From an optimization exercise on the open Yosys and OpenROAD flow, aimed at small area, a short achievable clock period and few clock cycles per item; shortcuts taken in it are not production practice. Function not checked in this run: the RTL went through the layout flow alone. Power is estimated from default activity; no workload was simulated.

===== config.mk =====
export PLATFORM = sky130hd
export DESIGN_NAME = sha256_msg_sched
export DESIGN_NICKNAME = sha256_msg_sched
export VERILOG_FILES = /design/flow/design.v
export SDC_FILE = /design/flow/constraint.sdc
export NUM_CORES = 4
export LEC_CHECK = 0
export CAP_MARGIN = 20
export CORE_MARGIN = 2
export CORE_UTILIZATION = 55
export CTS_BUF_LIST = sky130_fd_sc_hd__clkbuf_8
export CTS_CLUSTER_DIAMETER = 45
export CTS_CLUSTER_SIZE = 20
export SETUP_SLACK_MARGIN = 2.3
export SLEW_MARGIN = 20

===== constraint.sdc =====
create_clock -name core_clock -period 4.6 [get_ports {clk}]
set_input_delay 0.9200 -clock core_clock [delete_from_list [all_inputs] [get_ports {clk}]]
set_output_delay 0.9200 -clock core_clock [all_outputs]
set_load 0.01 [all_outputs]

===== design.v =====
module sha256_msg_sched #(
  parameter int IN_W   = 8,
  parameter int ROUNDS = 64
) (
  input  logic            clk,
  input  logic            rst,
  input  logic            abort,
  input  logic [IN_W-1:0] in_data,
  input  logic            in_valid,
  output logic            in_ready,
  output logic [31:0]     w_data,
  output logic [5:0]      w_idx,
  output logic            w_valid,
  input  logic            w_ready,
  output logic            busy,
  output logic            dbg_state
);
  logic [31:0] r_win [16];
  logic [31:0] r_s0x;      
  logic [31:0] r_s0a;      
  logic [31:0] r_e;        
  logic [31:0] r_s1x;      
  logic [31:0] r_out;    
  logic [23:0] r_pk;     
  logic [1:0]  r_b;      
  logic        r_v;      
  logic        r_wp;     
  logic [5:0]  r_idxn;   
  logic [3:0]  r_ph;     
  logic        r_nrdy;   
  logic        r_busy;
  logic [3:0]  r_we;     
  logic        r_al;     
  logic [5:0]  r_idx;
  logic        w_wr_now;
  logic        w_in_fire;
  logic        w_cmpl;
  logic        w_comp;
  logic [31:0] w_word;
  logic [31:0] w_new;
  typedef logic [20:0] ns_t;
  ns_t         w_ns00, w_ns01, w_ns10, w_ns11, w_ns;
  logic        w_f;
  function automatic ns_t f_ns(input logic f, input logic t,
                               input logic [1:0] b, input logic v, input logic wp,
                               input logic [5:0] idx, input logic [3:0] ph,
                               input logic al, input logic wr_now);
    logic [1:0] n_b;
    logic       n_v, n_wp, cmpl, take, comp, rdy, bsy, n_al;
    logic [5:0] n_idx, nxt, n_nxt;
    logic [3:0] n_ph, n_d, we;
    nxt   = idx + 6'd1;
    cmpl  = f & (b == 2'd3);
    take  = v & t;
    comp  = al & (~v | t);
    n_b   = f ? b + 2'd1 : b;
    n_v   = v;
    n_wp  = wp;
    n_idx = idx;
    n_ph  = ph + 4'd1;
    if (take) n_v = 1'b0;
    if (wr_now) n_wp = 1'b0;
    if (cmpl) begin
      n_v   = 1'b1;
      n_wp  = 1'b1;
      n_idx = nxt;
      if (nxt == 6'd0) n_ph = 4'd3;
    end
    if (comp) begin
      n_v   = 1'b1;
      n_idx = nxt;
    end
    n_d   = n_idx[3:0] - n_ph;                        
    n_nxt = n_idx + 6'd1;
    rdy   = (n_b != 2'd3) |
            (((n_idx == 6'd63) | ((n_idx[5:4] == 2'd0) & (n_idx[3:0] != 4'd15))) &
             ~n_v & (~n_wp | (n_d[1:0] == 2'd0)));
    bsy   = (n_b != 2'd0) | n_v | (n_idx != 6'd63);
    n_al  = (n_nxt[5:4] != 2'd0) & ~n_wp & (n_ph == n_nxt[3:0]);
    we[0] = n_wp & (n_d == 4'd4);
    we[1] = n_wp & (n_d == 4'd8);
    we[2] = n_wp & (n_d == 4'd12);
    we[3] = n_wp & (n_d == 4'd0);
    f_ns  = {n_b, n_v, n_wp, n_idx, n_ph, rdy, bsy, n_al, we};
  endfunction
  function automatic logic [31:0] f_sigma0(input logic [31:0] x);
    f_sigma0 = ((x >> 7) | (x << 25)) ^ ((x >> 18) | (x << 14)) ^ (x >> 3);
  endfunction
  function automatic logic [31:0] f_sigma1(input logic [31:0] x);
    f_sigma1 = ((x >> 17) | (x << 15)) ^ ((x >> 19) | (x << 13)) ^ (x >> 10);
  endfunction
  assign r_idx      = ~r_idxn;
  assign w_wr_now   = |r_we;
  assign in_ready   = ~r_nrdy;
  assign w_valid    = r_v;
  assign dbg_state  = r_v;
  assign w_data     = r_out;
  assign w_idx      = r_idx;
  assign busy       = r_busy;
  assign w_in_fire  = in_valid & ~r_nrdy & ~abort;
  assign w_cmpl     = w_in_fire & (r_b == 2'd3);
  assign w_comp     = r_al & (~r_v | w_ready) & ~abort;
  assign w_word     = {r_pk, in_data};
  assign w_new      = r_s1x + r_e;
  assign w_ns00 = f_ns(1'b0, 1'b0, r_b, r_v, r_wp, r_idx, r_ph, r_al, w_wr_now);
  assign w_ns01 = f_ns(1'b0, 1'b1, r_b, r_v, r_wp, r_idx, r_ph, r_al, w_wr_now);
  assign w_ns10 = f_ns(1'b1, 1'b0, r_b, r_v, r_wp, r_idx, r_ph, r_al, w_wr_now);
  assign w_ns11 = f_ns(1'b1, 1'b1, r_b, r_v, r_wp, r_idx, r_ph, r_al, w_wr_now);
  assign w_f    = in_valid & ~r_nrdy;
  assign w_ns   = abort ? {2'd0, 1'b0, 1'b0, 6'd63, r_ph + 4'd1, 1'b1, 1'b0, 1'b0, 4'd0}
                        : (w_f ? (w_ready ? w_ns11 : w_ns10) : (w_ready ? w_ns01 : w_ns00));
  always_ff @(posedge clk) r_we <= w_ns[3:0];
  always_ff @(posedge clk or posedge rst) begin
    if (rst) begin
      r_b    <= 2'd0;
      r_v    <= 1'b0;
      r_wp   <= 1'b0;
      r_idxn <= 6'd0;
      r_nrdy <= 1'b0;
      r_busy <= 1'b0;
      r_al   <= 1'b0;
    end else begin
      r_b    <= w_ns[20:19];
      r_v    <= w_ns[18];
      r_wp   <= w_ns[17];
      r_idxn <= ~w_ns[16:11];
      r_nrdy <= ~w_ns[6];
      r_busy <= w_ns[5];
      r_al   <= w_ns[4];
    end
  end
  always_ff @(posedge clk) begin
    r_ph <= w_ns[10:7];
    if (w_in_fire && r_b != 2'd3) r_pk <= {r_pk[15:0], in_data};
    if (w_cmpl)      r_out <= w_word;
    else if (w_comp) r_out <= w_new;
    for (int i = 0; i < 15; i++) r_win[i] <= r_win[i+1];
    if (r_we[0]) r_win[3]  <= r_out;
    if (r_we[1]) r_win[7]  <= r_out;
    if (r_we[2]) r_win[11] <= r_out;
    if (w_comp)       r_win[15] <= w_new;
    else if (r_we[3]) r_win[15] <= r_out;
    else              r_win[15] <= r_win[0];
    r_s0x <= f_sigma0(r_win[4]);
    r_s0a <= r_s0x + r_win[2];
    r_e   <= r_s0a + r_win[10];
    r_s1x <= f_sigma1(r_win[15]);
  end
endmodule

===== flow/run.sh =====
#!/bin/bash
# Standard layout, except that synthesis maps logic with a delay-driven abc
# script and without the full/half-adder cell step. Registers are untouched:
# they are mapped before abc runs, exactly as in synth_recipe.tcl.
set -euo pipefail
here=$(pwd)
# synthesis script: synth_recipe.tcl with abc pointed at flow/abc_fast.script
{
  echo 'proc abc {args} {'
  echo '  set i [lsearch $args -script]'
  echo "  if {\$i >= 0} { lset args [expr {\$i+1}] $here/flow/abc_fast.script }"
  echo '  yosys abc {*}$args'
  echo '}'
  cat synth_recipe.tcl
} > my_synth.tcl
sed -e "s#SYNTH_SCRIPT=[^ ]*#SYNTH_SCRIPT=$here/my_synth.tcl ADDER_MAP_FILE= ABC_CLOCK_PERIOD_IN_PS=1500#" standard.sh > my_standard.sh
bash my_standard.sh > flow_make.log 2>&1

===== flow/abc_fast.script =====
&get -n
&st
&if -g
&st
&dch
&nf {D}
&put
buffer -c
topo
stime -c
upsize -c {D}
dnsize -c {D}

===== standard.sh =====
#!/bin/bash
# synth_recipe.tcl (not shown) runs the flow's synth.tcl, then flattens the netlist and writes it again
# the make line also repeats each setting of config.mk as NAME=value (left out here)
make -C /OpenROAD-flow-scripts/flow DESIGN_CONFIG=/design/flow/config.mk WORK_HOME=/design/flow/orfs CLKGATE_MAP_FILE= SYNTH_SCRIPT=/design/flow/synth_recipe.tcl "${@:-finish}"

==> out/metrics.cfg <==
[synth]
yosysMostFrequentCell = dfxtp_1
synth-edff-count = 56
synth.distinct_cells = 78
avgSynthCellArea_um2 = 11.15
synth_cells = 2211
synth_top_area_share_pct = 52.62
yosysTopAreaCell = dfxtp_1
synth_seq_cells = 717
yosys-top-cells-area = dfxtp_1, xnor2_1, edfxtp_1
seq_area_frac_synth_pct = 60.77
synth_nets = 2224
synth-main-ff-cell = dfxtp_1
yosys-top-cells-count = dfxtp_1, xnor2_1, nand2_1
synthArstFlopShare_pct = 1.813
synthesis.area_um2 = 24650
ys.warnings.count = 2

[worst_hold_path]
holdPathStages = 0
hp-start = r_win[14][20]$_DFF_P_
min_path_type = register to register
hold_path_end = r_win[13][20]$_DFF_P_

[clock_tree]
holdBufCountCts = 0
cts_root_buf = clkbuf_8
clock-sinks = 717
clock_path_buffers = 3
htreeDepth = 3
cts_inserted_buffers = 66
cts_tree = done
clk_latency_ps = 690
clk_pin_slew_ps = 100

[critical_path]
reg2reg_from = r_idxn[3]$_DFF_PP0_
r2r_slack_ps = 1620
crit_required_ps = 5170
endpoint_kind = register
cp_max_fo = 7
start_kind = register
rr_endpoint = r_we[3]$_SDFF_PP0_
crit_slowest_cell = or4_4
path_class = register to register
slowest_delay_ps = 630
critPathLaunch = r_idxn[3]$_DFF_PP0_
cp.arrival_ps = 3550
reg2regPathDepth = 8
worst_path_most_repeated_cell = or4_4
crit_chain = or4_4 > or4_4 > buf_4 > a311oi_4 > o31ai_2 > nor4_2 > nor2_1 > o32ai_1

[floorplanning]
core_um2 = 44220
start_util_pct = 55.75
dieArea_um2 = 46530
io_pins = 55
die_h_um = 215.7
num_rows = 77
die_x_um = 215.7

[placed_design]
place_hpwl_um = 50590
io_buffers = 54
place_congestion = 0.9924

[global_route]
grt_pass1_wl_um = 108100
gr-total-overflow = 0
grt_pass1_vias = 17110
grt_start_max_net_pins = 38
antenna_found_initial = 0
grt_use_total_pct = 31.49

[cells_and_area]
fin_nets = 2438
area_growth_pct = 22.32
num-fill-cells = 3265
drive_gt1_share_pct = 30.19
n_antenna_cell = 0
utilization_pct = 68.19

[drt]
wl_per_cell_um = 24.25
vias = 17620
via_per_inst = 5.746
ant_nets = 0
firstDrtPassIters = 5
post-route-drc-count = 0
wl_um = 74360
first_iter_violations = 1629

[power_and_ir_drop]
p_sw_w = 0.007438
cell_internal_pwr_w = 0.01221
p_seq_share_pct = 43.1
swShare_pct = 37.86
ir_drop_uv = 369.9
p_leak_nw = 10.91
power_frac_clock_pct = 21.5
p_comb_share_pct = 35.4
power.density_nw_per_um2 = 651.5

[job]
drv_cap = 0

[timing]
finalSetupTns_ps = 0
skew_ps = 39.27
finalMaxSlewViolations = 0
worstMarginPinSlew_ps = 1141
maxSlewHeadroom_pct = 23.93
max_freq_mhz = 335.5
timing.final.crit_share_pct = 64.79
rsz0062_at_grt = yes
period_needed_ps = 2980
hold_violations = 0
finalSetupViolCount = 0

[status]
status = finished clean

-- cells in the final DEF (no fill, tap or decap), types with 61 or more instances in the layout --
cell type,synthesis,final
xor2_1,69,61
mux2_2,130,130
o21ai_0,183,135
nand2_1,222,212
a21oi_1,130,109
xnor2_1,270,201
nor2_1,181,159
dfxtp_1,648,585
buf_4,4,127
clkbuf_8,5,73
-- layer usage --
metal | part of all wire (%) | wire [um] | vias up | track usage [%]
met3 | 6.6 | 4906 | 223 | 4.412
met5 | 0 | 0 | - | 0
li1 | - | - | 8049 | -
met4 | 5.5 | 4069 | 0 | 15.10
met2 | 45 | 33450 | 743 | 49.17
met1 | 43 | 31930 | 8603 | 43.33
-- through the flow --
stage,std cells,total power (W),setup WS (ps),hold slack (ps),instance area [um2]
floorplan,2211,0.01151,1913,309.6,24700
global placement,2819,0.01301,1257,309.6,25800
detailed placement,2819,0.01301,1223,312.1,25800
CTS,3019,0.01844,1679,299.0,28900
global route,3066,0.02044,1557,317.2,30150
finish,3066,0.01965,1620,314.2,30150
-- sequential cells by signal (all words and copies together), names as in the netlist --
| register | flops |
|---|---|
| r_b | 2 |
| r_v | 1 |
| r_e | 32 |
| r_idxn | 6 |
| r_al | 1 |
| r_nrdy | 1 |
| r_ph | 4 |
| r_out | 32 |
| r_s0a | 32 |
| r_s1x | 32 |
| r_busy | 1 |
| r_s0x | 32 |
| r_pk | 24 |
| r_we | 4 |
| r_wp | 1 |
| r_win | 512 |
-- worst max-delay path: cells and delay by family, from the launching register on --
kind	cells	cell delay, ps
flops	1	430
simple gates	4	1600
compound gates	3	660
buf+inv	1	180
-- timing repair --
action	in CTS	in global routing
setup buffers	80	47
pin swaps	54	67
resized for setup	419	186
hold endpoints to repair	0	0
cloned	3	0
endpoints found under the setup margin	179	146
-- worst max-delay path by stage --
stage / end / slack (ps) / depth (start not counted)
6_report: r_we[3]$_SDFF_PP0_ / 1620 / 8
5_1_grt: r_we[3]$_SDFF_PP0_ / 1560 / 8
4_1_cts: r_we[0]$_SDFF_PP0_ / 1680 / 10
3_5_place_dp: r_out[8]$_DFFE_PP_ / 1220 / 3
3_3_place_gp: r_out[4]$_DFFE_PP_ / 1260 / 3
2_1_floorplan: r_we[1]$_SDFF_PP0_ / 1910 / 9
-- power groups by stage --
stage / Sequential, W / Combinational (W) / Clock [W]
after floorplan: 0.00800 / 0.00352 / 0
after global placement: 0.00832 / 0.00470 / 0
after detailed placement: 0.00833 / 0.00469 / 0
after CTS: 0.00832 / 0.00586 / 0.00425
after global routing: 0.00856 / 0.00736 / 0.00452
final: 0.00847 / 0.00695 / 0.00422
-- layout make-up --
type | instances | area, um2 | area share (%)
clock buffer | 73 | 1005 | 3.332
clock inverter | 44 | 511.7 | 1.697
inverter | 13 | 60.06 | 0.1992
multi-input combinational | 1434 | 11240 | 37.28
sequential | 717 | 15110 | 50.10
tap | 592 | 740.7 | 2.456
timing repair buffer | 193 | 1488 | 4.934
-- cells by family after synthesis --
kind of cell	count (synthesis)	synth area share [%]
compound gates	445	10.64
flops	717	60.77
fa+ha+maj	4	0.1624
mux	134	6.152
buf+inv	63	1.325
simple gates	509	8.908
xor+xnor	339	12.04

## re-timing with driven ports
Ports are ideal in the flow. The routed layout listed here was re-timed in OpenROAD. Step 1 sets driving cells, clkbuf_16 on the clock port and buf_2 on the other inputs (assumed; they add their load-dependent delay and slew). Step 2 moves the port delays by t, midway between the first and last clock arrival at a register: inputs arrive t later, outputs are due t later. That takes back most of the time a late clock gives input paths. a / b / c = ideal ports / drivers / drivers and shift; a / b = the first two.
shift t [ns]: 0.726
setup slack, ns: 1.620 / 1.620 / 1.411
worst hold slack (ns): 0.314 / 0.314 / 0.314
worst setup path at the end: input to register
worst data-port slew with drivers (ns): 0.04
After both steps this run still meets setup and hold. For this run, drivers alone change the setup slack by 0.000 ns; drivers and shift together by -0.209 ns.
